Context: an optimization exercise on an open-source flow, tuned for small area. The choices shown serve that exercise and are no tape-out recipe. Where RTL was checked, it was by simulation tests only, not by an equivalence proof against the original. No activity file was given, so power comes from the tool's default toggle rates.

Design gpio_register_block_top, start of the top module:
module gpio_register_block_top (
  input  wire logic         clk,
  input  wire logic         rst_n,
  input  wire logic         in_valid,
  output logic              in_stall,
  input  wire logic         in_mode,
  input  wire logic [3:0]   in_reg_index,
  input  wire logic [31:0]  in_write_data,
  input  wire logic [53:0]  in_pad_levels,
  output logic              out_valid,
  input  wire logic         out_stall,
  output logic      [31:0]  out_read_data,
  output logic              out_access_error,
  output logic      [53:0]  out_pad_drive,
  output logic      [53:0]  out_pad_drive_enable,
  output logic      [53:0]  out_pad_pull_up,
  output logic      [53:0]  out_pad_pull_down
);
Size: ~1,100 cells after synthesis, ~350 I/O pins, roughly 0.016 mm² of cells after synthesis.
Settings: LEC_CHECK=0, CAP_MARGIN=5, CORE_MARGIN=2, CORE_UTILIZATION=72, SLEW_MARGIN=5, SYNTH_HIERARCHICAL=1, SYNTH_MINIMUM_KEEP_SIZE=0; clock period 5.0 ns.
standard.sh (not shown) runs the stock make flow with config.mk's settings and CLKGATE_MAP_FILE= SYNTH_SCRIPT=/design/flow/synth_recipe.tcl, a recipe that flattens the netlist after the stock synthesis.
==> flow/flow/run.sh <==
#!/bin/bash
# Standard ORFS layout with three changes: ports are buffered with the
# smallest buffer; before repair_design, lightly loaded gates are set to their
# smallest drive strength and large buffers become buf_2 (flow/downsize.tcl); and the clock tree uses
# clkbuf_8 leaf clusters without dummy loads.
# The make output goes to flow_make.log; each ORFS step keeps its own log
# under orfs/logs/.
set -euo pipefail
export BUFFER_PORTS_ARGS="-buffer_cell sky130_fd_sc_hd__buf_1"
export PRE_RESIZE_TCL="$PWD/flow/downsize.tcl"
export CTS_ARGS="-sink_clustering_enable -repair_clock_nets -buf_list sky130_fd_sc_hd__clkbuf_8 -sink_clustering_size 16 -sink_clustering_max_diameter 70 -dont_use_dummy_load"
bash standard.sh > flow_make.log 2>&1
Other scripts of this flow, unchanged in this note and not shown: flow/flow/downsize.tcl
The baseline finished clean.
==> next run, changes <==
--- a/flow/config.mk
+++ b/flow/config.mk
@@ -9,3 +9,3 @@
 export CORE_MARGIN = 2
-export CORE_UTILIZATION = 72
+export CORE_UTILIZATION = 60
 export SLEW_MARGIN = 5
Outcome: Power is higher by 0.33%. Die area went up by 19%. Non-clock buffer count goes up by 6. Cell area is higher by 0.43%. Routed wire length is higher by 3.0%. Worst setup slack gets better by 0.057 ns. Combinational power stays flat.

---

## oak
gpio_register_block_top, a different RTL version from the one above (not shown whole).
For scale: ~1,100 cells after synthesis, roughly 430 flip-flops, roughly 350 I/O pins, roughly 17,000 um2 of cells after synthesis.
clock: 5.0 ns
lec_check: 0
cap_margin: 10
core_margin: 2
core_utilization: 70
slew_margin: 10
==> flow/flow/run.sh <==
#!/bin/bash
# Standard ORFS layout with two changes: ports are buffered with the smallest
# buffer, and the clock tree uses clkbuf_8 leaf clusters without dummy loads.
set -euo pipefail
export BUFFER_PORTS_ARGS="-buffer_cell sky130_fd_sc_hd__buf_1"
export CTS_ARGS="-sink_clustering_enable -repair_clock_nets -buf_list sky130_fd_sc_hd__clkbuf_8 -sink_clustering_size 16 -sink_clustering_max_diameter 80 -dont_use_dummy_load"
bash standard.sh > flow_make.log 2>&1
## Diff of input files: pine against oak
Settings: putting CTS_BUF_LIST at sky130_fd_sc_hd__clkbuf_4 sky130_fd_sc_hd__clkbuf_8 where nothing was set; swapping 10 for 20 in CAP_MARGIN; swapping 70 for 60 in CORE_UTILIZATION; swapping 10 for 20 in SLEW_MARGIN.
==> flow/run.sh (new file) <==
#!/bin/bash
# synth_recipe.tcl (not shown) runs the flow's synth.tcl, then flattens the netlist and writes it again
# the make line also repeats each setting of config.mk as NAME=value (left out here)
make -C /OpenROAD-flow-scripts/flow DESIGN_CONFIG=/design/flow/config.mk WORK_HOME=/design/flow/orfs CLKGATE_MAP_FILE= SYNTH_SCRIPT=/design/flow/synth_recipe.tcl finish
removed: flow/flow/run.sh
removed: flow/standard.sh
==> run notes <==
- In pine the share of final-layout standard cells stronger than drive strength 1 turned out 5.7 points higher than in oak.
- Diff oak -> pine | number of non-filler instances in the completed layout | up by a little under 10%
- Comparing oak and pine, power is lower on oak.
- Comparing the two runs side by side, pine comes out behind oak on routed wire length.
- Horizontal die dimension, oak and pine: larger value in pine
- Endpoint of the worst setup timing path: u_regfile.latch_r[43] -> pine, u_regfile.latch_r[50] -> oak
- oak leaves more setup margin than pine.
- pine falls short of oak in switching power.
- Relative to oak, fill cell total of the finished layout increased by 275 in pine.
- On share of power burned in combinational logic: pine sits above oak.
- Core utilization essentially unchanged between oak and pine.
Input-level comparison between birch and pine:
Settings: clearing CTS_BUF_LIST, which used to be sky130_fd_sc_hd__clkbuf_4 sky130_fd_sc_hd__clkbuf_8.
==> flow/flow/run.sh (new file) <==
#!/bin/bash
# Standard ORFS layout with two changes: ports are buffered with the smallest
# buffer, and the clock tree uses small clock buffers without dummy loads.
set -euo pipefail
export BUFFER_PORTS_ARGS="-buffer_cell sky130_fd_sc_hd__buf_1"
export CTS_ARGS="-sink_clustering_enable -repair_clock_nets -buf_list {sky130_fd_sc_hd__clkbuf_4 sky130_fd_sc_hd__clkbuf_8} -dont_use_dummy_load"
bash standard.sh > flow_make.log 2>&1
==> flow/standard.sh (new file) <==
#!/bin/bash
# synth_recipe.tcl (not shown) runs the flow's synth.tcl, then flattens the netlist and writes it again
# the make line also repeats each setting of config.mk as NAME=value (left out here)
make -C /OpenROAD-flow-scripts/flow DESIGN_CONFIG=/design/flow/config.mk WORK_HOME=/design/flow/orfs CLKGATE_MAP_FILE= SYNTH_SCRIPT=/design/flow/synth_recipe.tcl "${@:-finish}"
removed: flow/run.sh
Results
Between birch and pine, it is birch whose number of buffers other than clock buffers in the final layout is lower, by 11. Global-route usage sits lower in birch than in pine. Between pine and birch, the final clock period utilization by the worst path is lower for birch. Per the comparison of birch with pine, global-route wire length before repair lost about 5%; global-route met1 utilization lost 0.67 points; standard cell area after detailed placement lost about 11%.
Function was not checked in any run of this note: the RTL went through the layout flow alone.

==> separate check: timing with driven ports <==
How much do the figures lean on ideal ports? The routed layouts below were timed once more, with nothing changed but the port constraints. Step 1, drivers: a clkbuf_16 drives clk and a buf_2 each remaining input, both assumed. Step 2 adds t to the input delays and takes it off the output delays; t is the mean of the earliest and latest rising clock arrival at the registers after step 1. Input paths then give back, and output paths get back, about the clock's delay inside the block. Slacks: no drivers / after step 1 / after step 2; pairs: no drivers / after step 1.
run | shift t [ns] | slack for setup (ns) | worst setup path at the end | worst register clock-pin slew, ns | worst slew at a driven data input, ns
the first run of note 1 | 0.644 | 1.823 / 1.845 / 1.201 | input to register | 0.11 / 0.11 | 0.09
the second run of note 1 | 0.659 | 1.880 / 1.907 / 1.247 | input to register | 0.11 / 0.11 | 0.10
oak | 0.665 | 1.286 / 1.286 / 0.621 | input to register | 0.12 / 0.12 | 0.10
pine | 0.623 | 1.199 / 1.219 / 0.596 | input to register | 0.07 / 0.07 | 0.07
birch | 0.603 | 1.322 / 1.331 / 0.728 | input to register | 0.07 / 0.07 | 0.08
After both steps setup and hold are still met in every run listed. For oak, which loses most, drivers alone change the setup slack by 0.000 ns; drivers and shift together by -0.665 ns.
